Context: an optimization exercise on an open-source flow, tuned for small area, a short achievable clock period and few clock cycles per item. The choices shown serve that exercise and are no tape-out recipe.
The RTL was checked by simulation tests, not by an equivalence proof against the original design.
Power is estimated from default activity; no workload was simulated.

$ cat flow/config.mk
export PLATFORM = sky130hd
export DESIGN_NAME = window_clipped_box_coverage_core
export DESIGN_NICKNAME = window_clipped_box_coverage_core
export VERILOG_FILES = /design/flow/design.v
export SDC_FILE = /design/flow/constraint.sdc
export NUM_CORES = 4
export LEC_CHECK = 0
export CAP_MARGIN = 20
export CORE_MARGIN = 2
export CORE_UTILIZATION = 40
export CTS_CLUSTER_DIAMETER = 100
export CTS_CLUSTER_SIZE = 30
export SETUP_SLACK_MARGIN = 4.7
export SLEW_MARGIN = 20
$ cat flow/constraint.sdc
create_clock -name core_clock -period 10.0 [get_ports {clk}]
set_input_delay 2.0000 -clock core_clock [delete_from_list [all_inputs] [get_ports {clk}]]
set_output_delay 2.0000 -clock core_clock [all_outputs]
set_load 0.01 [all_outputs]
$ cat flow/design.v
`timescale 1ns / 1ps
package wcbc_pkg;
  localparam int MAX_DIM_DEF   = 4096;
  localparam int AREA_BITS_DEF = 40;
  localparam int CRD_W      = 15;    
  localparam int RA_W       = 17;
  localparam int CNT_W      = 16;
  localparam int OUT_AREA_W = 40;
  localparam int RATIO_W    = 24;
  localparam int FRAC_W     = 16;
  localparam int QDEPTH     = 2;
  localparam int CFG_ADDR_W = 4;
  localparam int CFG_DATA_W = 32;
  localparam logic [RA_W-1:0]  ONE_Q16 = 17'h10000;
  localparam logic [CNT_W-1:0] CNT_MAX = 16'hFFFF;
  localparam logic [1:0] CMD_BEGIN = 2'd0;
  localparam logic [1:0] CMD_BOX   = 2'd1;
  localparam logic [1:0] CMD_END   = 2'd2;
  localparam logic [1:0] REG_ROOT_ALPHA  = 2'd0;
  localparam logic [1:0] REG_AREA_THR    = 2'd1;
  localparam logic [1:0] REG_COUNT_THR   = 2'd2;
  localparam logic [RA_W-1:0]  ROOT_ALPHA_RST = 17'd65536;
  localparam logic [RA_W-1:0]  AREA_THR_RST   = 17'd32768;
  localparam logic [CNT_W-1:0] COUNT_THR_RST  = 16'd10;
  typedef enum logic [1:0] {
    OP_BEGIN = 2'd0,
    OP_BOX   = 2'd1,
    OP_END   = 2'd2
  } op_t;
  typedef struct packed {
    logic [1:0]  command;
    logic [12:0] image_width;
    logic [12:0] image_height;
    logic [11:0] box_left;
    logic [11:0] box_top;
    logic [12:0] box_width;
    logic [12:0] box_height;
  } in_item_t;
  typedef struct packed {
    logic                  full_screen;
    logic [CNT_W-1:0]      boxes_inside;
    logic [OUT_AREA_W-1:0] covered_area;
    logic [RATIO_W-1:0]    area_ratio;
  } out_item_t;
  typedef struct packed {
    logic [RA_W-1:0]  root_alpha;
    logic [RA_W-1:0]  area_threshold;
    logic [CNT_W-1:0] count_threshold;
  } cfg_t;
  typedef struct packed {
    op_t              op;
    logic [CRD_W-1:0] x0;
    logic [CRD_W-1:0] y0;
    logic [CRD_W-1:0] x1;
    logic [CRD_W-1:0] y1;
  } q_entry_t;
  typedef struct packed {
    logic full;
    logic not_empty;
  } q_stat_t;
endpackage
`timescale 1ns / 1ps
`timescale 1ns / 1ps
`timescale 1ns / 1ps
`timescale 1ns / 1ps
module wcbc_bk_add #(
  parameter int N = 32
) (
  input  logic [N-1:0] a,
  input  logic [N-1:0] b,
  input  logic         cin,
  output logic [N-1:0] s,
  output logic         cout
);
  logic [N-1:0] g0, p0;
  logic [N:0]   c;
  assign g0 = a & b;
  assign p0 = a ^ b;
  always_comb begin
    logic [N-1:0] gx, px;
    gx = {g0[N-1:1], g0[0] | (p0[0] & cin)};
    px = p0;
    for (int d = 1; d < N; d = d * 2) begin
      for (int k = 2 * d - 1; k < N; k = k + 2 * d) begin
        gx[k] = gx[k] | (px[k] & gx[k-d]);
        px[k] = px[k] & px[k-d];
      end
    end
    for (int d = (1 << ($clog2(N) - 1)); d >= 1; d = d / 2) begin
      for (int k = 3 * d - 1; k < N; k = k + 2 * d) begin
        gx[k] = gx[k] | (px[k] & gx[k-d]);
        px[k] = px[k] & px[k-d];
      end
    end
    c[0] = cin;
    for (int k = 0; k < N; k++) begin
      c[k+1] = gx[k];
    end
  end
  assign s    = p0 ^ c[N-1:0];
  assign cout = c[N];
endmodule
`timescale 1ns / 1ps
module window_clipped_box_coverage_core #(
  parameter int MAX_DIM   = wcbc_pkg::MAX_DIM_DEF,
  parameter int AREA_BITS = wcbc_pkg::AREA_BITS_DEF
) (
  input  logic                  clk,
  input  logic                  rst_n,
  input  logic                  in_valid,
  input  logic [77:0]           in_item,
  output logic                  in_stall,
  output logic                  out_valid,
  output logic [80:0]           out_item,
  input  logic                  out_stall,
  input  logic                  cfg_psel,
  input  logic                  cfg_penable,
  input  logic                  cfg_pwrite,
  input  logic [wcbc_pkg::CFG_ADDR_W-1:0] cfg_paddr,
  input  logic [wcbc_pkg::CFG_DATA_W-1:0] cfg_pwdata,
  output logic [wcbc_pkg::CFG_DATA_W-1:0] cfg_prdata,
  output logic                  cfg_pready
);
  logic [16:0] ra_r, athr_r;
  logic [15:0] cthr_r;
  logic        cfg_wr;
  assign cfg_pready = 1'b1;
  assign cfg_wr     = cfg_psel & cfg_penable & cfg_pwrite;
  always_ff @(posedge clk) begin
    if (!rst_n) begin
      ra_r   <= 17'h10000;
      athr_r <= 17'h08000;
      cthr_r <= 16'd10;
    end else if (cfg_wr) begin
      case (cfg_paddr[3:2])
        2'd0: ra_r   <= cfg_pwdata[16:0];
        2'd1: athr_r <= cfg_pwdata[16:0];
        2'd2: cthr_r <= cfg_pwdata[15:0];
        default: ;
      endcase
    end
  end
  always_comb begin
    case (cfg_paddr[3:2])
      2'd0:    cfg_prdata = {15'd0, ra_r};
      2'd1:    cfg_prdata = {15'd0, athr_r};
      2'd2:    cfg_prdata = {16'd0, cthr_r};
      default: cfg_prdata = 32'd0;
    endcase
  end
  logic [1:0]  cmd;
  logic [12:0] iw, ih, bw, bh;
  logic [11:0] bl, bt;
  logic        is_beg, is_box, is_end, take;
  assign cmd    = in_item[77:76];
  assign iw     = in_item[75:63];
  assign ih     = in_item[62:50];
  assign bl     = in_item[49:38];
  assign bt     = in_item[37:26];
  assign bw     = in_item[25:13];
  assign bh     = in_item[12:0];
  assign is_beg = (cmd == 2'd0);
  assign is_box = (cmd == 2'd1);
  assign is_end = (cmd == 2'd2);
  logic        r_box_r, r_beg_r, r_end_r;
  logic [1:0]  bph_r;         
  logic [11:0] rx0_r, ry0_r;
  logic [13:0] rx1_r, ry1_r;
  logic        rnzx_r, rnzy_r;    
  logic        d_hit_r, d_end_r;
  logic [12:0] dx_r, dy_r;
  logic        p_hit_r, p_end_r;
  logic [11:0] wl_r, wt_r;
  logic [12:0] wr_r, wb_r;
  logic [39:0] s_r;
  logic [15:0] c_r;
  logic [28:0] mc_r, mp_r;
  logic        mlast_r;
  logic [30:0] acc_r;         
  logic [3:0]  acnt_r;
  logic        a_busy_r;
  typedef enum logic [1:0] {D_IDLE = 2'd0, D_WAIT = 2'd1, D_RUN = 2'd2} dst_t;
  dst_t        dst_r;
  logic [24:0] den_r, rem_r;
  logic [26:0] den3_r;        
  logic [23:0] qx_r;
  logic [3:0]  dcnt_r;
  logic [39:0] so_r;
  logic [15:0] co_r;
  logic        out_valid_r;
  logic        fs_s_r, fs_c_r, fs_z_r;    
  logic r_hold, beg_block, end_block;
  assign r_hold    = r_beg_r & (bph_r != 2'd2);
  assign beg_block = a_busy_r & (acnt_r < 4'd12);
  assign end_block = (dst_r != D_IDLE) | (out_valid_r & out_stall) | r_end_r | d_end_r | p_end_r;
  assign in_stall  = r_hold | (is_beg & beg_block) | (is_end & end_block);
  assign take      = in_valid & ~in_stall;
  always_ff @(posedge clk) begin
    if (!rst_n) begin
      r_box_r <= 1'b0;
      r_beg_r <= 1'b0;
      r_end_r <= 1'b0;
      bph_r   <= 2'd0;
    end else if (r_hold) begin
      if ((bph_r == 2'd1) | ~d_hit_r) begin
        bph_r <= bph_r + 2'd1;
      end
    end else begin
      r_box_r <= take & is_box;
      r_beg_r <= take & is_beg;
      r_end_r <= take & is_end;
      bph_r   <= 2'd0;
    end
  end
  logic r_swap;
  assign r_swap = r_hold & ((bph_r == 2'd1) | ((bph_r == 2'd0) & ~d_hit_r));
  always_ff @(posedge clk) begin
    if (r_swap) begin
      rx1_r <= ry1_r;
      ry1_r <= rx1_r;
    end
    rx0_r  <= bl;
    ry0_r  <= bt;
    rnzx_r <= |bw;
    rnzy_r <= |bh;
    if (!r_hold) begin
      if (is_beg) begin
        rx1_r <= (iw > 13'd4096) ? 14'd4096 : {1'b0, iw};
        ry1_r <= (ih > 13'd4096) ? 14'd4096 : {1'b0, ih};
      end else begin
        rx1_r <= {2'b00, bl} + {1'b0, bw};
        ry1_r <= {2'b00, bt} + {1'b0, bh};
      end
    end
  end
  logic [11:0] cl, ct;
  logic [13:0] cr, cb;
  logic [14:0] ex, ey;
  logic        hx, hy;
  assign cl = (rx0_r > wl_r) ? rx0_r : wl_r;
  assign ct = (ry0_r > wt_r) ? ry0_r : wt_r;
  assign cr = (rx1_r < {1'b0, wr_r}) ? rx1_r : {1'b0, wr_r};
  assign cb = (ry1_r < {1'b0, wb_r}) ? ry1_r : {1'b0, wb_r};
  assign ex = {1'b0, cr} - {3'b000, cl};
  assign ey = {1'b0, cb} - {3'b000, ct};
  assign hx = rnzx_r & (rx0_r < wr_r) & (wl_r < rx1_r) & (wl_r < wr_r);
  assign hy = rnzy_r & (ry0_r < wb_r) & (wt_r < ry1_r) & (wt_r < wb_r);
  always_ff @(posedge clk) begin
    if (!rst_n) begin
      d_hit_r <= 1'b0;
      d_end_r <= 1'b0;
      p_hit_r <= 1'b0;
      p_end_r <= 1'b0;
    end else begin
      d_hit_r <= r_box_r & hx & hy;
      d_end_r <= r_end_r;
      p_hit_r <= d_hit_r;
      p_end_r <= d_end_r;
    end
  end
  always_ff @(posedge clk) begin
    dx_r <= ex[12:0];
    dy_r <= ey[12:0];
  end
  logic        sel_beg;
  logic [16:0] ma;
  logic [12:0] mb;
  logic        p_bw_r, p_bh_r;    
  logic [28:0] ps_r, pc_r;
  logic sel_beg_r;
  always_ff @(posedge clk) begin
    if (!rst_n) begin
      sel_beg_r <= 1'b0;
    end else if (r_hold) begin
      sel_beg_r <= (bph_r == 2'd0);
    end else begin
      sel_beg_r <= take & is_beg & ~(r_box_r & hx & hy);
    end
  end
  assign sel_beg = sel_beg_r;
  assign ma      = sel_beg ? (ra_r[16] ? 17'h10000 : ra_r) : {4'd0, dy_r};
  assign mb      = sel_beg ? rx1_r[12:0] : dx_r;
  function automatic logic [28:0] csa_s(input logic [28:0] x, input logic [28:0] y, input logic [28:0] z);
    csa_s = x ^ y ^ z;
  endfunction
  function automatic logic [28:0] csa_c(input logic [28:0] x, input logic [28:0] y, input logic [28:0] z);
    csa_c = {((x[27:0] & y[27:0]) | (x[27:0] & z[27:0]) | (y[27:0] & z[27:0])), 1'b0};
  endfunction
  logic [28:0] pp [0:12];
  logic [28:0] l1 [0:8];
  logic [28:0] l2 [0:5];
  logic [28:0] l3 [0:3];
  logic [28:0] l4 [0:2];
  logic [28:0] mps, mpc;
  always_comb begin
    for (int i = 0; i < 13; i++) begin
      pp[i] = mb[i] ? (29'(ma) << i) : 29'd0;
    end
    for (int i = 0; i < 4; i++) begin
      l1[2*i]   = csa_s(pp[3*i], pp[3*i+1], pp[3*i+2]);
      l1[2*i+1] = csa_c(pp[3*i], pp[3*i+1], pp[3*i+2]);
    end
    l1[8] = pp[12];
    for (int i = 0; i < 3; i++) begin
      l2[2*i]   = csa_s(l1[3*i], l1[3*i+1], l1[3*i+2]);
      l2[2*i+1] = csa_c(l1[3*i], l1[3*i+1], l1[3*i+2]);
    end
    for (int i = 0; i < 2; i++) begin
      l3[2*i]   = csa_s(l2[3*i], l2[3*i+1], l2[3*i+2]);
      l3[2*i+1] = csa_c(l2[3*i], l2[3*i+1], l2[3*i+2]);
    end
    l4[0] = csa_s(l3[0], l3[1], l3[2]);
    l4[1] = csa_c(l3[0], l3[1], l3[2]);
    l4[2] = l3[3];
    mps = csa_s(l4[0], l4[1], l4[2]);
    mpc = csa_c(l4[0], l4[1], l4[2]);
  end
  always_ff @(posedge clk) begin
    ps_r <= mps;
    pc_r <= mpc;
  end
  always_ff @(posedge clk) begin
    if (!rst_n) begin
      p_bw_r <= 1'b0;
      p_bh_r <= 1'b0;
    end else begin
      p_bw_r <= sel_beg & ~bph_r[0];
      p_bh_r <= sel_beg & bph_r[0];
    end
  end
  logic [40:0] xs;
  logic [39:0] s_full;
  logic        sov_r;
  assign xs     = {1'b0, (p_bw_r ? 40'd0 : s_r)} + {12'd0, ps_r} + {12'd0, pc_r};
  assign s_full = s_r | {40{sov_r}};
  logic [12:0] wv;
  logic [15:0] pz, cg, cp;
  logic        c16, nz16;
  logic [13:0] hs, hc, ls, lc, lmaj, nps, npc;
  logic [14:0] hi_x, lo_x;
  logic [13:0] lo_t, hi_t;
  assign wv = ry1_r[12:0];
  assign cg = ps_r[15:0] & pc_r[15:0];
  assign cp = ps_r[15:0] | pc_r[15:0];
  always_comb begin
    logic [7:0] g1, p1;
    logic [3:0] g2, p2;
    logic [1:0] g3, p3;
    for (int i = 0; i < 8; i++) begin
      g1[i] = cg[2*i+1] | (cp[2*i+1] & cg[2*i]);
      p1[i] = cp[2*i+1] & cp[2*i];
    end
    for (int i = 0; i < 4; i++) begin
      g2[i] = g1[2*i+1] | (p1[2*i+1] & g1[2*i]);
      p2[i] = p1[2*i+1] & p1[2*i];
    end
    for (int i = 0; i < 2; i++) begin
      g3[i] = g2[2*i+1] | (p2[2*i+1] & g2[2*i]);
      p3[i] = p2[2*i+1] & p2[2*i];
    end
    c16 = g3[1] | (p3[1] & g3[0]);
  end
  assign pz   = (ps_r[15:0] ^ pc_r[15:0]) ^ {(ps_r[14:0] | pc_r[14:0]), 1'b0};
  assign nz16 = |pz;
  assign hs   = {1'b0, wv} ^ {1'b0, ps_r[28:16]} ^ {1'b0, pc_r[28:16]};
  assign hc   = {(wv & ps_r[28:16]) | (wv & pc_r[28:16]) | (ps_r[28:16] & pc_r[28:16]), 1'b0};
  assign hi_x = {hs, 1'b1} + {hc, c16};
  assign hi_t = hi_x[14:1];
  assign nps  = ~{1'b0, ps_r[28:16]};
  assign npc  = ~{1'b0, pc_r[28:16]};
  assign ls   = {1'b0, wv} ^ nps ^ npc;
  assign lmaj = ({1'b0, wv} & nps) | ({1'b0, wv} & npc) | (nps & npc);
  assign lc   = {lmaj[12:0], ~c16};
  assign lo_x = {ls, 1'b1} + {lc, ~nz16};
  assign lo_t = lo_x[14:1];
  always_ff @(posedge clk) begin
    if (!rst_n) begin
      s_r   <= '0;
      sov_r <= 1'b0;
      c_r   <= '0;
      wl_r  <= '0;
      wr_r  <= '0;
      wt_r  <= '0;
      wb_r  <= '0;
    end else begin
      if (p_bw_r) begin
        s_r   <= '0;
        sov_r <= 1'b0;
        c_r   <= '0;
      end else if (p_hit_r) begin
        s_r   <= xs[39:0];
        sov_r <= sov_r | xs[40];
        if (c_r != 16'hFFFF) begin
          c_r <= c_r + 16'd1;
        end
      end
      if (p_bw_r) begin
        wl_r <= lo_t[12:1];
        wr_r <= hi_t[13:1];
      end
      if (p_bh_r) begin
        wt_r <= lo_t[12:1];
        wb_r <= hi_t[13:1];
      end
    end
  end
  logic [2:0]  bd;
  logic        bneg, btwo, bone;
  logic [29:0] bsel;
  logic [31:0] asum;
  assign bd   = {mp_r[1:0], mlast_r};
  assign bneg = bd[2] & ~(bd[1] & bd[0]);
  assign btwo = (bd == 3'b011) | (bd == 3'b100);
  assign bone = bd[1] ^ bd[0];
  assign bsel = btwo ? {mc_r, 1'b0} : (bone ? {1'b0, mc_r} : 30'd0);
  assign asum = {acc_r[30], acc_r} + ({2'b00, bsel} ^ {32{bneg}}) + {31'd0, bneg};
  logic a_start;
  assign a_start = p_bh_r;
  always_ff @(posedge clk) begin
    if (!rst_n) begin
      acc_r    <= '0;
      a_busy_r <= 1'b0;
      acnt_r   <= '0;
    end else if (a_start) begin
      acc_r    <= '0;
      a_busy_r <= 1'b1;
      acnt_r   <= '0;
    end else if (a_busy_r) begin
      acc_r  <= {asum[31], asum[31:2]};
      acnt_r <= acnt_r + 4'd1;
      if (acnt_r == 4'd14) begin
        a_busy_r <= 1'b0;
      end
    end
  end
  always_ff @(posedge clk) begin
    if (p_bw_r) begin
      mc_r <= xs[28:0];
    end
    if (a_start) begin
      mp_r    <= xs[28:0];
      mlast_r <= 1'b0;
    end else begin
      mp_r    <= {2'b00, mp_r[28:2]};
      mlast_r <= mp_r[1];
    end
  end
  logic        sat;
  logic [26:0] tq;
  logic [27:0] e1, e2, e3;
  logic        g1, g2, g3;
  logic [24:0] r2;
  assign sat = (|so_r[39:33]) | (rem_r >= den_r);
  assign tq  = {rem_r, qx_r[23:22]};
  assign e1  = {1'b0, tq} - {3'b000, den_r};
  assign e2  = {1'b0, tq} - {2'b00, den_r, 1'b0};
  assign e3  = {1'b0, tq} - {1'b0, den3_r};
  assign g1  = ~e1[27];
  assign g2  = ~e2[27];
  assign g3  = ~e3[27];
  assign r2  = g3 ? e3[24:0] : (g2 ? e2[24:0] : (g1 ? e1[24:0] : tq[24:0]));
  always_ff @(posedge clk) begin
    if (!rst_n) begin
      dst_r       <= D_IDLE;
      out_valid_r <= 1'b0;
    end else begin
      if (out_valid_r & ~out_stall) begin
        out_valid_r <= 1'b0;
      end
      case (dst_r)
        D_IDLE: if (p_end_r) dst_r <= a_busy_r ? D_WAIT : D_RUN;
        D_WAIT: if (!a_busy_r) dst_r <= D_RUN;
        D_RUN: begin
          if (((dcnt_r == 4'd0) & sat) | (dcnt_r == 4'd11)) begin
            dst_r       <= D_IDLE;
            out_valid_r <= 1'b1;
          end
        end
        default: dst_r <= D_IDLE;
      endcase
    end
  end
  always_ff @(posedge clk) begin
    if (p_end_r) begin
      so_r   <= s_full;
      co_r   <= c_r;
      fs_s_r <= |s_full;
      fs_c_r <= c_r > cthr_r;
      rem_r  <= s_full[32:8];
      qx_r   <= {s_full[7:0], 16'd0};
      dcnt_r <= '0;
    end else if (dst_r == D_RUN) begin
      rem_r <= r2;
      if ((dcnt_r == 4'd0) & sat) begin
        qx_r <= {24{1'b1}};
      end else begin
        qx_r <= {qx_r[21:0], g2, g3 | (g1 & ~g2)};
      end
      dcnt_r <= dcnt_r + 4'd1;
    end
    if ((p_end_r | (dst_r == D_WAIT)) & ~a_busy_r) begin
      den_r  <= acc_r[26:2];
      den3_r <= {2'b00, acc_r[26:2]} + {1'b0, acc_r[26:2], 1'b0};
      fs_z_r <= ~|acc_r[26:2];
    end
  end
  logic fs_area, fs;
  assign fs_area = fs_z_r ? fs_s_r
                 : ((qx_r > {7'd0, athr_r}) | ((qx_r == {7'd0, athr_r}) & (|rem_r)));
  assign fs      = fs_area & fs_c_r;
  assign out_valid = out_valid_r;
  assign out_item  = {fs, co_r, so_r, qx_r};
endmodule
$ cat flow/flow/run.sh
#!/bin/bash
# The standard layout with two sizing changes: every port still gets a
# buffer, but a plain buf_1 (the default choice is a larger, slow delay buffer;
# repair resizes it where timing needs), and resizing is not restricted to equal
# cell footprints. Full make output goes to standard.log.
set -euo pipefail
bash standard.sh MATCH_CELL_FOOTPRINT=0 "BUFFER_PORTS_ARGS=-buffer_cell sky130_fd_sc_hd__buf_1" finish > standard.log 2>&1
$ cat flow/standard.sh
#!/bin/bash
# synth_recipe.tcl (not shown) runs the flow's synth.tcl, then flattens the netlist and writes it again
# the make line also repeats each setting of config.mk as NAME=value (left out here)
make -C /OpenROAD-flow-scripts/flow DESIGN_CONFIG=/design/flow/config.mk WORK_HOME=/design/flow/orfs CLKGATE_MAP_FILE= SYNTH_SCRIPT=/design/flow/synth_recipe.tcl "${@:-finish}"
==> results of run 1 <==
==> registers in the layout, indices dropped and copies added, names as in the netlist, 14 cells and up <==
signal  flops
co_r       16
qx_r       24
cthr_r     16
mc_r       29
pc_r       23
ps_r       29
athr_r     17
c_r        16
rem_r      25
den_r      25
mp_r       29
ry1_r      14
rx1_r      14
ra_r       17
den3_r     26
acc_r      30
s_r        40
so_r       40
==> timing repair <==
item | CTS | global route
endpoints found under the hold margin | 0 | 0
buffers inserted | 0 | 4
gates cloned | 0 | 1
setup endpoints to repair | 17 | 3
pin swaps | 0 | 1
gates resized for setup | 5 | 5
==> power by group through the flow <==
stage,logic [mW],registers (mW),clock network [mW]
after global placement,8.30,3.14,0
after CTS,8.54,3.09,1.52
after global routing,9.65,3.12,1.60
after floorplan,5.91,3.02,0
final,8.39,3.09,1.49
after detailed placement,8.49,3.15,0
==> worst paths after layout <==
kind | cells past startpoint | start | end
max | 6 | out_stall | in_stall
min | 1 | mp_r[28] | mp_r[26]
max reg2reg | 17 | ps_r[7] | wt_r[7]
min reg2reg | 1 | mp_r[28] | mp_r[26]
==> through the flow <==
| step | hold WS [ns] | area, um^2 | total power [mW] | util (%) | std cells |
|---|---|---|---|---|---|
| floorplan | 0.431 | 44000 | 8.93 | - | 4790 |
| global placement | 0.437 | 46100 | 11.4 | 42.4 | 6271 |
| detailed placement | 0.441 | 46100 | 11.6 | 42.4 | 6271 |
| CTS | 0.470 | 47100 | 13.2 | 43.3 | 6323 |
| global route | 0.484 | 47200 | 14.4 | 43.4 | 6328 |
| finish | 0.463 | 47200 | 13.0 | 43.4 | 6330 |
==> metal layers <==
metal	vias to the layer above	global-route usage (%)	share of wire [%]
li1	16800	-	-
met3	153	2.52	5.5
met2	954	37.1	45
met4	0	6.08	2.8
met1	17000	33.0	47
met5	-	0	0
==> cell type report <==
| type | instances | area share (%) |
|---|---|---|
| Antenna cell | 2 | 0.0106 |
| Clock buffer | 39 | 1.68 |
| Clock inverter | 13 | 0.435 |
| Inverter | 480 | 3.82 |
| Multi-Input combinational cell | 3578 | 60.0 |
| Sequential cell | 561 | 28.1 |
| Tap cell | 1414 | 3.75 |
| Timing Repair Buffer | 243 | 2.26 |
==> cell usage after synthesis (all sizes together), types with 57 or more instances <==
cell type	instances
xor2	79
nand3	61
nor3	91
o21a	64
nand2	374
a21o	117
fa	224
clkbuf	125
inv	479
o21ai	207
xnor2	159
mux2i	141
edfxtp	200
and3	67
a21boi	63
nor2	396
ha	490
dfxtp	361
or2	57
nor2b	125
a21oi	254
==> worst max-delay path, stage by stage <==
cell and delay, ns:
sky130_fd_sc_hd__buf_1 0.08, sky130_fd_sc_hd__nand2_1 0.11, sky130_fd_sc_hd__nand3_1 0.34, sky130_fd_sc_hd__a221oi_4 0.46
sky130_fd_sc_hd__inv_1 0.08, sky130_fd_sc_hd__buf_1 0.13
==> logic make-up (layout without fill, tap and decap cells) <==
logic type / Yosys count / after routing / share of synthesized area, %
flops: 561 / 561 / 30.1
buf+inv: 652 / 775 / 5.74
fa+ha+maj: 714 / 714 / 24.2
xor+xnor: 238 / 238 / 4.75
mux: 180 / 180 / 4.21
other cells: 2 / 18 / 0.0171
simple gates: 1420 / 1421 / 15.6
compound gates: 1009 / 1009 / 15.3
==> summary.txt, run 1 <==
* Mean post-synth cell area: 9.19 um^2
- Share of the clock period used by the worst path: 52.2%
- Number of enable-type register cells in the synthesized netlist: 200
- Unrepaired setup endpoints after global routing: false
* Post-route minimum period: 5.22 ns
* Synth top area share: 16.5%
* Final Routed Wirelength: 133000 um
- Summed over all layers, the global routing overflow is 0.
- Top cells by area, synth: sky130_fd_sc_hd__dfxtp_1 16%, sky130_fd_sc_hd__ha_1 14%, sky130_fd_sc_hd__edfxtp_1 14%, sky130_fd_sc_hd__fa_1 10%, sky130_fd_sc_hd__inv_1 4.1%
- Routability-driven placement finished with a final weighted congestion of 0.937.
- Main flop type after synthesis: sky130_fd_sc_hd__dfxtp_1
* Row count: 121
- Sequential-to-total area share from yosys stat: 30.1%
- Transition time of the tightest slew-check pin: 1.22 ns
- In the routed layout, each cell is associated on average with a via count of 5.52.
- Initial DRC Count: 2925
- Max-cap violations in this run came to 0.
- Commonest non-fill, non-tap cell in the layout: sky130_fd_sc_hd__ha_1
- Register-to-register setup slack: 4.88 ns
* Hold Path Class: register to register
- Pin count of the biggest net entering global routing: 98
- Inserted Clock Buffers: 28
* Critical Setup Path Class: input port to primary output
- After filler insertion, the fill cell instance count of the layout stands at 10700.
- The analysis attributes to cell leakage a power of 20.2 nW.
- Clock insertion delay at the later pin of the skew report: 0.66 ns
* Floorplan die height: 335 um
- Hold-fix buffers at CTS: 0
- The final number of hold-violating endpoints was 0.
* Count of cell types in the netlist: 90
* Core area: 0.109 mm^2
- Accumulated negative setup slack: 0 ns
- Fraction of synthesis flops using an asynchronous set or reset pin: 0%
- Detail Placement HPWL: 108000 um
- FMAX: 0.192 GHz
- The synthesized design spends more area on one cell type than any other, namely sky130_fd_sc_hd__dfxtp_1.
- Cell at the root of the clock tree: sky130_fd_sc_hd__clkbuf_16
* Worst Clk Skew: 0.0436 ns
- Final Net Count: 5727
* Width of the chip: 335 um
- Area Overhead vs Synth: 7.54%
- Dividing the detail-routed wire length by the instance count gives 21.0 um.
* Footprint of the flip-flops and latches: 0.0132 mm^2
- Wire length of the first global-routing pass: 201000 um
* Worst Path Required: 8.00 ns
- Maximum fanout count along the critical path: 3
* Buffer depth of the longest clock path: 3
* Combinational group share of total power: 64.7%
- In the global route stage, overall resource usage came out at 23.1%.
- At the worst endpoint, the arrival time is 3.22 ns.
- VDD sags by at most 0.000415 V.
- Dividing total power by cell area gives a power density of 275 mW/mm^2.
* Count of input and output buffers: 203
- Number of I/O pins: 237
* Pre-antenna DRT Iters: 6
- Register share of total power: 23.8%
- Count of warnings emitted by yosys: 6
* Relative contribution of the clock network to total power: 11.5%
- Internal power comes to 6.69 mW.
* Starting Density: 40.3%
- After clock tree synthesis, the clock-pin slew on the worst setup and hold paths is 0.12 ns.
* Post-placement setup slack: 4.05 ns
- TritonCTS built the clock tree.
- The clock drives 561 sinks.
* Count of pins over their slew limit: 0
- In this run the remaining antenna-violating nets after routing total 0.
* Normalized max-slew margin: 17.5%
* Number of remaining DRC errors: 0
- Leaving out fill and tap cells, the most frequent cells in the layout are 490 x sky130_fd_sc_hd__ha_1, 479 x sky130_fd_sc_hd__inv_1, 393 x sky130_fd_sc_hd__nor2_1.
* Die ar.: 0.112 mm^2
- In this run the power spent charging and discharging nets is 6.28 mW.
- Run status: complete, no violations
- The initial antenna violation count is 1.
- H-Tree Depth: 1
* Synth Instances: 4776
- The number of global-route vias before repair is 33400.
- Fraction of final layout cells sized beyond drive strength 1: 4.70%
* Cell Area, Synth: 0.0439 mm^2
* Switching power as a share of total power: 48.4%
- Worst setup SP type: input port
- Worst path setup slack after routing: 4.78 ns
* Vias after detailed routing: 35000
* Area occupied by multi-input gates: 0.0283 mm^2
* Endpoint class of the critical path: primary output
- # setup viols final: 0
- The synthesized design contains 561 register bits.
Testbench counts, summed over its fixed seeds: cycles 12,854, items 10,966.
==> inputs of run 2 (changes only) <==
--- a/flow/config.mk
+++ b/flow/config.mk
@@ -10,5 +10,5 @@
 export CORE_UTILIZATION = 40
 export CTS_CLUSTER_DIAMETER = 100
 export CTS_CLUSTER_SIZE = 30
-export SETUP_SLACK_MARGIN = 4.7
+export SETUP_SLACK_MARGIN = 5
 export SLEW_MARGIN = 20
==> run 2 against run 1 <==
Net effect: clock power grew 4%; global-route usage grew 0.34 points; die area is the same.
==> summary.txt, run 2 <==
* Wire length of the first global-routing pass: 204000 um (+1.2%)
* Transition time of the tightest slew-check pin: 1.28 ns (+0.0532 ns)
* Placer's final routability congestion estimate: 0.960 (+2.4%)
- Buffer depth of the longest clock path: 3 (unchanged)
- Number of antenna violations at the first check in global routing: 3 (+2)
- Area Overhead vs Synth: 8.15%
* Inserted Clock Buffers: 29 (+3.6%)
- The maximum number of pins on one net before global-route repair was 76 (-22%).
- H-Tree Depth: 1 (unchanged)
- In this run the critical register-to-register path is launched from ra_r[16].
- The filler cell count is 10700 (-0.13%).
* Clock-pin slew of the registers on the worst-case setup and hold paths: 0.11 ns (about the same)
- The I/O pin total was 237 (unchanged).
- Worst Path Required: 8.00 ns (about the same)
- Worst endpoint data arrival time: 2.97 ns (-0.25 ns)
* Final Net Count: 5736 (+0.16%)
- Accumulated negative setup slack: 0 ns (unchanged)
* Post-placement setup slack: 4.08 ns (+0.0290 ns)
* Fraction of synthesis flops using an asynchronous set or reset pin: 0% (unchanged)
* IR Drop Worst-Case VDD: 0.000376 V (-9.4%)
- Run status: complete, no violations
- In the layout the commonest cells are 488 x sky130_fd_sc_hd__ha_1, 478 x sky130_fd_sc_hd__inv_1, 392 x sky130_fd_sc_hd__nor2_1.
- Count of input and output buffers: 203 (unchanged)
- The worst max-slew margin expressed relative to the limit came to 13.9% (-3.6 points).
* Initial DRC Count: 2918 (-0.24%)
- sky130_fd_sc_hd__dfxtp_1 takes more of the synthesized area than any other cell.
- Ranked by total cell area, the synthesized netlist is headed by sky130_fd_sc_hd__dfxtp_1 16%, sky130_fd_sc_hd__ha_1 14%, sky130_fd_sc_hd__edfxtp_1 14%, sky130_fd_sc_hd__fa_1 10%, sky130_fd_sc_hd__inv_1 4.1%.
- Synth top area share: 16.5% (unchanged)
- The number of global-route vias before repair came to 33800 (+1.2%).
- Width of the chip: 335 um (unchanged)
- The residual antenna-violating net count after detailed routing was 0 (unchanged).
- Cell Area, Placed: 0.0461 mm^2 (about the same)
* Worst hold slack across all endpoints: 0.469 ns (+0.00545 ns)
* Critical Setup Path Class: input port to primary output
* Vias/cell: 5.54 (+0.34%)
* Starting Density: 40.3% (unchanged)
- Remaining global-route overflow: 0 (unchanged)
* Unrepaired setup endpoints after global routing: true
* Count of cell types in the netlist: 90 (unchanged)
- Clock insertion delay at the later pin of the skew report: 0.67 ns (about the same)
- Clock tree from TritonCTS: done
- STA classifies the critical path startpoint as an input port.
* Clk sink count: 561 (unchanged)
- The detailed-placement wirelength estimate came to 109000 um (+0.53%).
* Final Routed Wirelength: 134000 um (+1.2%)
- In this run the most critical hold path is launched from mp_r[22].
- Cell Area, Synth: 0.0439 mm^2 (unchanged)
- Leading cell types by count after synthesis: 490 x sky130_fd_sc_hd__ha_1, 479 x sky130_fd_sc_hd__inv_1, 395 x sky130_fd_sc_hd__nor2_1, 374 x sky130_fd_sc_hd__nand2_1, 361 x sky130_fd_sc_hd__dfxtp_1
- Hold-fix buffers at CTS: 0 (unchanged)
- Leak Pwr: 20.3 nW (+0.49%)
- Number of enable-type register cells in the synthesized netlist: 200 (unchanged)
- Die ar.: 0.112 mm^2 (unchanged)
- The largest registers in the layout are s_r: 40 flops, so_r: 40 flops, acc_r: 30 flops.
- The number of cell rows came to 121 (unchanged).
- Endpoint class of the critical path: primary output
* Overall Global Routing Usage: 23.5% (+0.34 points)
- Number of violations of the max-capacitance limit: 0 (unchanged)
* Core area: 0.109 mm^2 (unchanged)
- The via count is 35100 (+0.50%).
- Most common cell in the netlist: sky130_fd_sc_hd__ha_1
* Avg WL per Cell: 21.2 um (+1.0%)
- Count of pins over their slew limit: 0 (unchanged)
* Final hold violation count: 0 (unchanged)
- The total power density per cell area came to 270 mW/mm^2 (-1.9%).
- Mean post-synth cell area: 9.19 um^2 (unchanged)
- Hold Path Class: register to register
- Synth Instances: 4776 (unchanged)
- Clock tree synthesis selected as its root buffer the cell sky130_fd_sc_hd__clkbuf_16.
- Register bit count reported by yosys: 561 (unchanged)
- The share of final-layout standard cells stronger than drive strength 1 was 5.42% (+0.72 points).
- The total power after layout came to 12.8 mW (-1.3%).
* Post-route minimum period: 4.97 ns (-0.249 ns)
* Floorplan die height: 335 um (unchanged)
* Number of remaining DRC errors: 0 (unchanged)
* # setup viols final: 0 (unchanged)
- The detailed-router iteration count before antenna repair was 5 (-1).
* Worst Clk Skew: 0.0378 ns (-0.00585 ns)
- Worst path setup slack after routing: 5.03 ns (+0.249 ns)
- The number of warnings printed during yosys synthesis came to 6 (unchanged).
- Summed area of non-filler cells in the final layout: 0.0475 mm^2 (+0.57%)
- FMAX: 0.201 GHz (+5.0%)
- Share of the clock period used by the worst path: 49.7% (-2.5 points)
- The most critical setup path has its startpoint at in_item[76].
- The post-synthesis sequential area ratio is 30.1% (unchanged).
* Main flop type after synthesis: sky130_fd_sc_hd__dfxtp_1
* Maximum fanout count along the critical path: 6 (+3)
* Commonest non-fill, non-tap cell in the layout: sky130_fd_sc_hd__ha_1
-- run 2: cell counts after synthesis --
No cell type changed its count.
-- run 2: metrics by stage --
stage,utilization (%),std cells
after floorplan,-,4790
after global placement,42.4,6273
after detailed placement,42.4,6274
after CTS,43.5,6333
after global routing,43.6,6337
final,43.6,6340
-- run 2: critical path, stage by stage --
cell and delay (ns):
sky130_fd_sc_hd__clkbuf_2 0.13, sky130_fd_sc_hd__or2_4 0.29, sky130_fd_sc_hd__a21oi_2 0.22, sky130_fd_sc_hd__a221oi_4 0.11, sky130_fd_sc_hd__inv_1 0.07, sky130_fd_sc_hd__buf_1 0.14
-- run 2: area by class of cell --
cell class	instances	area (um^2)	area share [%]
clock inverter	19	308	0.648
antenna	3	7.51	0.0158
clock buffer	34	766	1.61
multi-input combinational	3578	28400	59.8
timing repair buffer	251	1170	2.46
inverter	480	1800	3.79
sequential	561	13300	27.9
tap	1414	1770	3.73
-- run 2: layer usage --
metal,vias to the layer above,GRT usage [%],part of all wire [%]
met1,17100,33.2,45
met4,2,6.83,3.3
met5,-,0,0.0097
li1,16800,-,-
met2,1075,37.4,45
met3,188,2.95,6.4
-- run 2: final timing paths --
kind              slack, ns        to  depth (start not counted)
setup / recovery       5.03  in_stall                          6
hold reg to reg        0.47  mp_r[20]                          1
setup reg to reg       5.21  ps_r[12]                         11
hold / removal         0.47  mp_r[20]                          1
-- run 2: repair_timing --
action / in CTS / in global routing
buffers inserted: 5 / 4
pin swaps: 3 / 3
endpoints found under the setup margin: 22 / 64
gates cloned: 1 / 0
resized for setup: 16 / 36
-- run 2: where the power goes --
part | internal (mW) | leakage (nW) | switching, mW
registers | 2.80 | 4.88 | 0.311
clock network | 0.654 | 0.519 | 0.895
logic | 3.25 | 14.9 | 4.89
-- run 2: cells by family after synthesis --
kind of cell | Yosys count | share of synthesized area, %
other | 2 | 0.0171
muxes | 180 | 4.21
adders and majority gates | 714 | 24.2
and+or+nand+nor | 1420 | 15.6
buffers and inverters | 652 | 5.74
DFF | 561 | 30.1
xor gates and xnor gates | 238 | 4.75
AOI/OAI and AO/OA | 1009 | 15.3
==> inputs of run 3 (changes only) <==
--- a/flow/config.mk
+++ b/flow/config.mk
@@ -7,7 +7,7 @@
 export LEC_CHECK = 0
 export CAP_MARGIN = 20
 export CORE_MARGIN = 2
-export CORE_UTILIZATION = 40
+export CORE_UTILIZATION = 50
 export CTS_CLUSTER_DIAMETER = 100
 export CTS_CLUSTER_SIZE = 30
 export SETUP_SLACK_MARGIN = 5
==> run 3 against run 2 <==
Net effect: still clean on timing, DRC and antenna; critical path depth fell by 1; area after synthesis unchanged; clock skew decreased by 0.0040 ns; sequential share of layout area rose by 0.13 points; combinational power increased by 2%; sequential power is essentially flat; hold slack got worse by 0.031 ns; synthesized cell count did not move; via count down 1.9%; total power increased by 0.89%; final area is 0.45% lower; clock power hardly changed; highest routed layer is now met4.
==> summary.txt, run 3 <==
- The filler cell count came to 8100 (-24%).
- Run status: complete, no violations
* Worst Path Required: 8.00 ns (about the same)
* Clock-pin slew of the registers on the worst-case setup and hold paths: 0.12 ns (about the same)
- Hold Path Class: register to register
- The number of max-cap violations was 0 (unchanged).
- Register bit count reported by yosys: 561 (unchanged)
- Clock insertion delay at the later pin of the skew report: 0.65 ns (-0.02 ns)
* Launch point of the worst reg-to-reg path: rx1_r[2]
- Post-route minimum period: 4.96 ns (-0.00194 ns)
- The setup slack on the worst flop-to-flop path was 5.23 ns (+0.02 ns).
- The I/O pin total came to 237 (unchanged).
- The layout net count came to 5752 (+0.28%).
- Endpoint class of the critical path: primary output
- Width of the chip: 300 um (-10%)
* Overall Global Routing Usage: 28.6% (+5.1 points)
- Main flop type after synthesis: sky130_fd_sc_hd__dfxtp_1
- Fraction of synthesis flops using an asynchronous set or reset pin: 0% (unchanged)
- The final max-slew violation count was 0 (unchanged).
- Core area: 0.0869 mm^2 (-20%)
* Synth Instances: 4776 (unchanged)
- Initial DRC Count: 2206 (-24%)
- The area of all placed cells without fillers was 0.0473 mm^2 (-0.45%).
- The summed instance area of the synthesized netlist came to 0.0439 mm^2 (unchanged).
- Worst setup SP type: input port
- The period utilization came to 49.6% (about the same).
* Most used cells in the layout excluding fill and tap cells: 489 x sky130_fd_sc_hd__ha_1, 479 x sky130_fd_sc_hd__inv_1, 393 x sky130_fd_sc_hd__nor2_1
- The final number of hold-violating endpoints was 0 (unchanged).
* Worst path cell trace: buf_1, buf_6, mux2i_1, o21ai_0, buf_1
- The count of buffers from port buffering came to 203 (unchanged).
- Leak Pwr: 20.4 nW (+0.43%)
- Remaining global-route overflow: 0 (unchanged)
- The hold buffer count at CTS was 0 (unchanged).
- The post-placement cell area is 0.0459 mm^2 (-0.59%).
- The most common cell in the synthesized netlist is sky130_fd_sc_hd__ha_1.
- The actual transition at the worst max-transition pin was 1.11 ns (-0.169 ns).
- Launch point of the worst hold path: mp_r[7]
- The detailed-router iteration count before antenna repair came to 6 (+1).
* Delay of the slowest cell on the worst path: 0.34 ns (+0.05 ns)
* Count of warnings emitted by yosys: 6 (unchanged)
- Number of antenna violations at the first check in global routing: 3 (unchanged)
- Counting stages on the worst path, the most repeated cell is sky130_fd_sc_hd__buf_1.
- The number of H-tree levels was 1 (unchanged).
- Leaving out fill and tap cells, the most frequent cell in the layout is sky130_fd_sc_hd__ha_1.
* Clk sink count: 561 (unchanged)
- Unrepaired setup endpoints after global routing: true
- The worst setup timing slack at the placement stage was 4.10 ns (+0.0278 ns).
* Critical Setup Path Class: input port to primary output
- Top cells by area, synth: sky130_fd_sc_hd__dfxtp_1 16%, sky130_fd_sc_hd__ha_1 14%, sky130_fd_sc_hd__edfxtp_1 14%, sky130_fd_sc_hd__fa_1 10%, sky130_fd_sc_hd__inv_1 4.1%
- TritonCTS built the clock tree.
- The smallest setup slack after layout came to 5.04 ns (+0.00194 ns).
- The largest registers in the layout are s_r: 40 flops, so_r: 40 flops, acc_r: 30 flops.
- The average wire per standard cell was 21.3 um (+0.72%).
- The mean instance size in the synthesized netlist came to 9.19 um^2 (unchanged).
- The largest voltage drop on the vdd net came to 0.000308 V (-18%).
- Placer's final routability congestion estimate: 0.934 (-2.7%)
- Power density over cell area: 273 mW/mm^2 (+1.3%)
- The clock tree skew after final layout is 0.0338 ns (-0.00401 ns).
- Row count: 108 (-11%)
* Fraction of final layout cells sized beyond drive strength 1: 5.79% (+0.36 points)
* Vias in the first global route: 34000 (+0.71%)
- The count of cells along the worst register-to-register path came to 22 (+11).
- The cell family contributing the most delay on the critical path is buffers and inverters.
- The height of the chip was 300 um (-10%).
- The routed wire length came to 130000 um (-3.2%).
- The DRC violation count after routing came to 0 (unchanged).
- Cells on Worst Hold Path: 1 (unchanged)
- The arrival time of the worst setup path is 2.96 ns (about the same).
- The first-pass GRT wire length is 200000 um (-1.9%).
* Pin count of the biggest net entering global routing: 92 (+21%)
* Number of enable-type register cells in the synthesized netlist: 200 (unchanged)
- The worst register-to-register path ends at dx_r[12].
- The floorplan die area is 0.0902 mm^2 (-20%).
- Library cell occupying the most area in the post-synthesis netlist: sky130_fd_sc_hd__dfxtp_1
* Starting Density: 50.5% (+10 points)
- Sequential-to-total area share from yosys stat: 30.1% (unchanged)
* Worst hold path endpoint: mp_r[5]
- The timing-limited maximum frequency is 0.201 GHz (about the same).
* Vias after detailed routing: 34500 (-1.9%)
- The total clock buffers created by CTS was 30 (+3.4%).
- Post-detailed-route count of antenna-violating nets: 0 (unchanged)
- Area Overhead vs Synth: 7.66%
- The distinct cell type count of the synthesized netlist was 90 (unchanged).
- # setup viols final: 0 (unchanged)
- The total negative setup slack was 0 ns (unchanged).
- Normalized max-slew margin: 24.0% (+10 points)
- By count the netlist is led by 490 x sky130_fd_sc_hd__ha_1, 479 x sky130_fd_sc_hd__inv_1, 395 x sky130_fd_sc_hd__nor2_1, 374 x sky130_fd_sc_hd__nand2_1, 361 x sky130_fd_sc_hd__dfxtp_1.
- The highest net fanout along the worst path was 23 (+17).
* Buffer depth of the longest clock path: 3 (unchanged)
* Cell at the root of the clock tree: sky130_fd_sc_hd__clkbuf_16
- Crit path buffers/inverters: 3 (unchanged)
- Count of antenna diodes in the layout: 0 (-3)
* Detail Placement HPWL: 105000 um (-3.7%)
- Critical-path top delay cell: sky130_fd_sc_hd__mux2i_1
* Synth top area share: 16.5% (unchanged)
- The via density per instance is 5.66 (+2.1%).
## run 3: cell counts after synthesis
Identical to the previous run, type by type.
## run 3: layout make-up
cell class | count | area (um^2) | area share (%)
multi-input combinational | 3578 | 28400 | 60.1
clock inverter | 21 | 309 | 0.654
inverter | 480 | 1800 | 3.81
clock buffer | 35 | 812 | 1.72
sequential | 561 | 13300 | 28.1
timing repair buffer | 266 | 1260 | 2.66
tap | 1155 | 1450 | 3.06
## run 3: how the worst max path moves through the flow
| stage | cells past startpoint | slack (ns) | end | startpoint |
|---|---|---|---|---|
| floorplan | 17 | 5.05 | s_r[35] | p_bw_r |
| global placement | 5 | 4.14 | cfg_prdata[8] | cfg_paddr[3] |
| detailed placement | 5 | 4.10 | cfg_prdata[0] | cfg_paddr[3] |
| CTS | 6 | 5.00 | cfg_prdata[6] | cfg_paddr[3] |
| global route | 26 | 4.91 | dx_r[12] | wl_r[5] |
| finish | 5 | 5.04 | cfg_prdata[14] | cfg_paddr[2] |
## run 3: repair_timing
| item | 4_1_cts | 5_1_grt |
|---|---|---|
| gates cloned | 1 | 0 |
| gates resized for setup | 28 | 23 |
| buffers inserted | 12 | 3 |
| setup endpoints to repair | 20 | 46 |
| pin swaps | 2 | 6 |
## run 3: report_power, final
part	internal (mW)	leakage, nW	switching (mW)	total (mW)
Combinational	3.31	15.0	4.96	8.27
Sequential	2.80	4.88	0.273	3.08
Clock	0.647	0.540	0.922	1.57
## run 3: metal layers
layer  GRT usage (%)  vias to the layer above  part of all wire [%]
met5               0                        -                     0
met4            10.3                        0                   4.0
met3            1.99                      174                   3.8
met2            50.0                      718                    49
met1            37.2                    16700                    43
li1                -                    16800                     -
## run 3: cells by family after synthesis
group	synth area share, %
multiplexers	4.21
AND/OR/NAND/NOR	15.6
flip-flops	30.1
adder cells (fa/ha/maj)	24.2
buffers and inverters	5.74
other	0.0171
XOR/XNOR	4.75
AO/OA/AOI/OAI	15.3
## run 3: worst reg2reg max path, stage by stage (launching register included)
cell and delay, ns:
sky130_fd_sc_hd__edfxtp_1 0.53, sky130_fd_sc_hd__ha_1 0.34, sky130_fd_sc_hd__a21oi_1 0.07, sky130_fd_sc_hd__nor2b_1 0.10, sky130_fd_sc_hd__o21ai_0 0.09, sky130_fd_sc_hd__a211oi_1 0.36
sky130_fd_sc_hd__a211oi_2 0.10, sky130_fd_sc_hd__o21ai_1 0.14, sky130_fd_sc_hd__buf_4 0.29, sky130_fd_sc_hd__mux2i_1 0.24, sky130_fd_sc_hd__ha_1 0.18, sky130_fd_sc_hd__inv_1 0.05
sky130_fd_sc_hd__fa_1 0.39, sky130_fd_sc_hd__a21o_1 0.20, sky130_fd_sc_hd__a21oi_2 0.18, sky130_fd_sc_hd__o21bai_1 0.10, sky130_fd_sc_hd__a21oi_2 0.16, sky130_fd_sc_hd__nor2b_1 0.06
sky130_fd_sc_hd__o21a_1 0.19, sky130_fd_sc_hd__o21a_1 0.21, sky130_fd_sc_hd__o21a_1 0.21, sky130_fd_sc_hd__o41a_1 0.32, sky130_fd_sc_hd__xor2_1 0.16
## run 3: through the flow
step	util, %	total power, mW	hold slack, ns	instances
CTS	54.3	13.1	0.441	6093
global route	54.4	14.4	0.459	6096
finish	54.4	12.9	0.438	6096
detailed placement	52.8	11.4	0.443	6024
global placement	52.8	11.2	0.435	6024
floorplan	-	8.93	0.431	4790
==> inputs of run 4 (changes only) <==
--- a/flow/config.mk
+++ b/flow/config.mk
@@ -7,8 +7,8 @@
 export LEC_CHECK = 0
 export CAP_MARGIN = 20
 export CORE_MARGIN = 2
-export CORE_UTILIZATION = 50
-export CTS_CLUSTER_DIAMETER = 100
-export CTS_CLUSTER_SIZE = 30
+export CORE_UTILIZATION = 40
+export CTS_CLUSTER_DIAMETER = 80
+export CTS_CLUSTER_SIZE = 24
 export SETUP_SLACK_MARGIN = 5
 export SLEW_MARGIN = 20
==> run 4 against run 3 <==
Net effect: maximum frequency fell by 0.22%; clock power is 12% higher; clock skew up 0.0059 ns; sequential power is essentially flat; synthesized cell count did not move; hold slack got worse by 0.011 ns; sequential share of layout area shrank 0.27 points; count of clock-buffer cells in the layout increased by 8; sequential cell count stayed put; register-to-register slack lost 0.11 ns; final area is 0.93% higher; first-iteration DRC count increased by 37%; critical path type unchanged; critical endpoint is now cfg_prdata[10].
==> summary.txt, run 4 <==
- Run status: complete, no violations
* Final Routed Wirelength: 135000 um (+3.4%)
* Worst Clk Skew: 0.0396 ns (+0.00585 ns)
- The post-CTS clock slew at the launch and capture registers of the worst setup and hold paths is 0.09 ns (-0.03 ns).
- Number of cells in the design after placement: 6274 (+4.2%)
- Fraction of final layout cells sized beyond drive strength 1: 5.59% (-0.20 points)
* Cell with the most instances on the worst path: sky130_fd_sc_hd__buf_1
- Vias in the first global route: 33900 (-0.45%)
- Leak Pwr: 20.4 nW (+0.21%)
- H-Tree Depth: 2 (+1)
- Launch point of the worst hold path: mp_r[27]
* Post-detailed-route count of antenna-violating nets: 0 (unchanged)
- STA classifies the critical path endpoint as a primary output.
- Worst Path Required: 8.00 ns (about the same)
- Among all stages on the critical path, the largest delay is contributed by sky130_fd_sc_hd__mux2i_1.
- Cell at the root of the clock tree: sky130_fd_sc_hd__clkbuf_16
- GR met1 Demand/Resource: 33.2% (-4.0 points)
- The highest net fanout along the worst path was 23 (unchanged).
- The highest cell delay on the worst timing path was 0.32 ns (-0.02 ns).
- Hold-fix buffers at CTS: 0 (unchanged)
* Top delay family on crit path: buffers and inverters
* Final hold violation count: 0 (unchanged)
- Crit path buffers/inverters: 3 (unchanged)
- Count of cell types in the netlist: 90 (unchanged)
- The global routing usage summed across all routing layers is 23.5% (-5.0 points).
- Worst path cell trace: buf_1, buf_6, mux2i_1, o21ai_0, buf_1
- The mean instance size in the synthesized netlist was 9.19 um^2 (unchanged).
- Remaining global-route overflow: 0 (unchanged)
- The shortest period the worst path allows came to 4.98 ns (+0.0109 ns).
- The average wire per standard cell was 21.2 um (-0.78%).
- The first-pass GRT wire length came to 204000 um (+1.9%).
- The clock insertion delay at the later pin of the skew report is 0.62 ns (-0.03 ns).
- The met2 routing resource usage after global routing was 37.2% (-13 points).
* Most used cells in the layout excluding fill and tap cells: 488 x sky130_fd_sc_hd__ha_1, 478 x sky130_fd_sc_hd__inv_1, 392 x sky130_fd_sc_hd__nor2_1
* Critical Setup Path Class: input port to primary output
- The total clock buffers created by CTS was 37 (+23%).
- Share of the clock period used by the worst path: 49.8% (+0.11 points)
- Fraction of synthesis flops using an asynchronous set or reset pin: 0% (unchanged)
* Main flop type after synthesis: sky130_fd_sc_hd__dfxtp_1
- The number of flops mapped to enable cells by yosys was 200 (unchanged).
- Vias/cell: 5.56 (-1.6%)
- The final estimated routing congestion in global placement came to 0.960 (+2.8%).
- The detailed-placement wirelength estimate came to 109000 um (+3.8%).
- The layout net count was 5744 (-0.14%).
- Worst setup SP type: input port
- Count of pins over their slew limit: 0 (unchanged)
- The count of buffers from port buffering was 203 (unchanged).
* Clock tree from TritonCTS: done
- The via count was 35300 (+2.5%).
- The I/O pin total was 237 (unchanged).
- The starting density of the core was 40.3% (-10 points).
- In the post-synthesis netlist, the biggest area contributors are sky130_fd_sc_hd__dfxtp_1 16%, sky130_fd_sc_hd__ha_1 14%, sky130_fd_sc_hd__edfxtp_1 14%, sky130_fd_sc_hd__fa_1 10%, sky130_fd_sc_hd__inv_1 4.1%.
- Core area: 0.109 mm^2 (+25%)
- The detailed-router iteration count before antenna repair is 6 (unchanged).
- Worst endpoint data arrival time: 2.98 ns (+0.02 ns)
- The number of cell rows was 121 (+12%).
* Most common cell in the netlist: sky130_fd_sc_hd__ha_1
* Buffer depth of the longest clock path: 3 (unchanged)
- Count of warnings emitted by yosys: 6 (unchanged)
- The post-synthesis sequential area ratio was 30.1% (unchanged).
* Unrepaired setup endpoints after global routing: true
- The number of max-cap violations came to 0 (unchanged).
* Synth Instances: 4776 (unchanged)
- The worst hold path terminates at mp_r[25].
- The cell depth of the worst hold path is 1 (unchanged).
- The DRC violation count after routing came to 0 (unchanged).
- The largest voltage drop on the vdd net came to 0.000372 V (+21%).
* Commonest non-fill, non-tap cell in the layout: sky130_fd_sc_hd__ha_1
* Initial DRC Count: 3020 (+37%)
- Accumulated negative setup slack: 0 ns (unchanged)
- Compared with the post-synthesis result, the final layout area differs by 8.67%.
- # setup viols final: 0 (unchanged)
- Synth top area share: 16.5% (unchanged)
- Number of antenna violations at the first check in global routing: 2 (-1)
* Most crowded layer after global routing: met2
- The die span in x was 335 um (+12%).
- The path length in cells of the critical path was 5 (unchanged).
- The worst max-slew margin expressed relative to the limit came to 22.3% (-1.7 points).
- The timing-limited maximum frequency was 0.201 GHz (-0.22%).
- Power density over cell area: 272 mW/mm^2 (-0.25%)
* Largest registers in the final layout: s_r: 40 flops, so_r: 40 flops, acc_r: 30 flops
- The filler cell count was 10600 (+31%).
* Launch point of the worst reg-to-reg path: wb_r[1]
- The count of cells along the worst register-to-register path came to 24 (+9.1%).
- Of all cell types, the one taking the most synthesized area is sky130_fd_sc_hd__dfxtp_1.
* Hold Path Class: register to register
- Final instance count without filler cells: 6351 (+4.2%)
- The commonest cells after synthesis are 490 x sky130_fd_sc_hd__ha_1, 479 x sky130_fd_sc_hd__inv_1, 395 x sky130_fd_sc_hd__nor2_1, 374 x sky130_fd_sc_hd__nand2_1, 361 x sky130_fd_sc_hd__dfxtp_1.
- Die ar.: 0.112 mm^2 (+25%)
- The met3 usage was 3.01% (+1.0 points).
- Reg2Reg Capture Point: dy_r[12]
- The maximum number of pins on one net before global-route repair came to 76 (-17%).
- Clk sink count: 561 (unchanged)
* Floorplan die height: 335 um (+12%)
- The post-synthesis sequential element count was 561 (unchanged).
- Cell Area, Synth: 0.0439 mm^2 (unchanged)
- The setup slack on the worst flop-to-flop path was 5.12 ns (-0.11 ns).
- The actual transition at the worst max-transition pin is 1.15 ns (+0.0443 ns).
[run 4: cell counts after synthesis]
Identical to the previous run, type by type.
[run 4: final cells by class]
| class | count | area [um^2] | share of cell area [%] |
|---|---|---|---|
| Sequential cell | 561 | 13300 | 27.8 |
| Inverter | 480 | 1800 | 3.78 |
| Clock inverter | 23 | 323 | 0.677 |
| Tap cell | 1414 | 1770 | 3.71 |
| Antenna cell | 1 | 2.50 | 0.00524 |
| Timing Repair Buffer | 251 | 1160 | 2.44 |
| Multi-Input combinational cell | 3578 | 28400 | 59.5 |
| Clock buffer | 43 | 1000 | 2.10 |
[run 4: worst max path at each step]
stage | start | end
4_1_cts | cfg_paddr[3] | cfg_prdata[4]
3_5_place_dp | cfg_paddr[3] | cfg_prdata[3]
2_1_floorplan | p_bw_r | s_r[35]
3_3_place_gp | cfg_paddr[3] | cfg_prdata[14]
5_1_grt | wb_r[1] | dy_r[12]
6_report | cfg_paddr[2] | cfg_prdata[10]
[run 4: metal layers]
metal	vias to the layer above	wire [um]
li1	16800	-
met1	17200	61100
met2	1093	60600
met3	182	8380
met4	2	4480
met5	-	13
[run 4: where the power goes]
part           internal [mW]  leakage, nW  switching (mW)
clock network          0.832        0.654           0.929
registers               2.80         4.88           0.311
logic                   3.24         14.9            4.89
total                   6.88         20.4            6.13
[run 4: repair_timing]
item | 4_1_cts | 5_1_grt
cloned | 1 | 0
pin swaps | 3 | 3
setup endpoints to repair | 22 | 62
resized for setup | 13 | 30
setup buffers | 5 | 4
[run 4: stage by stage]
stage,util [%],cell area [um^2],hold slack [ns],setup slack [ns],total power [mW]
after floorplan,-,44000,0.431,5.05,8.93
after detailed placement,42.4,46100,0.440,4.08,11.3
after global placement,42.4,46100,0.435,4.10,11.2
after CTS,43.7,47600,0.428,5.01,13.1
after global routing,43.8,47700,0.447,4.79,14.4
final,43.8,47700,0.427,5.02,13.0
[run 4: cells by family after synthesis]
kind of cell / Yosys count / synth area share, %
buffers and inverters: 652 / 5.74
flip-flops: 561 / 30.1
other: 2 / 0.0171
adder cells (fa/ha/maj): 714 / 24.2
AO/OA/AOI/OAI: 1009 / 15.3
XOR/XNOR: 238 / 4.75
AND/OR/NAND/NOR: 1420 / 15.6
multiplexers: 180 / 4.21

what the ideal ports hide:
No port has a modelled driver above. Below, the same layouts with a new extraction and two added sets of constraints.
Step 1, drivers: a clkbuf_16 drives clk and a buf_2 each remaining input, both assumed.
Step 2 moves the port delays by t, midway between the first and last clock arrival at a register: inputs arrive t later, outputs are due t later. That takes back most of the time a late clock gives input paths.
Three values: ideal ports, drivers, drivers and shift; two values: the first two.
| run | t (ns) | setup WS [ns] | worst setup path after step 2 | latest minus earliest clock arrival (ns) |
|---|---|---|---|---|
| run 1 | 0.726 | 4.784 / 4.724 / 4.759 | input to output | 0.062 / 0.061 |
| run 2 | 0.728 | 5.033 / 5.011 / 5.011 | input to output | 0.046 / 0.046 |
| run 3 | 0.706 | 5.035 / 5.009 / 5.000 | input to register | 0.036 / 0.036 |
| run 4 | 0.685 | 5.024 / 5.000 / 5.000 | input to output | 0.050 / 0.050 |
After both steps setup and hold are still met in every run listed. For run 3, which loses most, drivers alone change the setup slack by -0.026 ns; drivers and shift together by -0.035 ns.
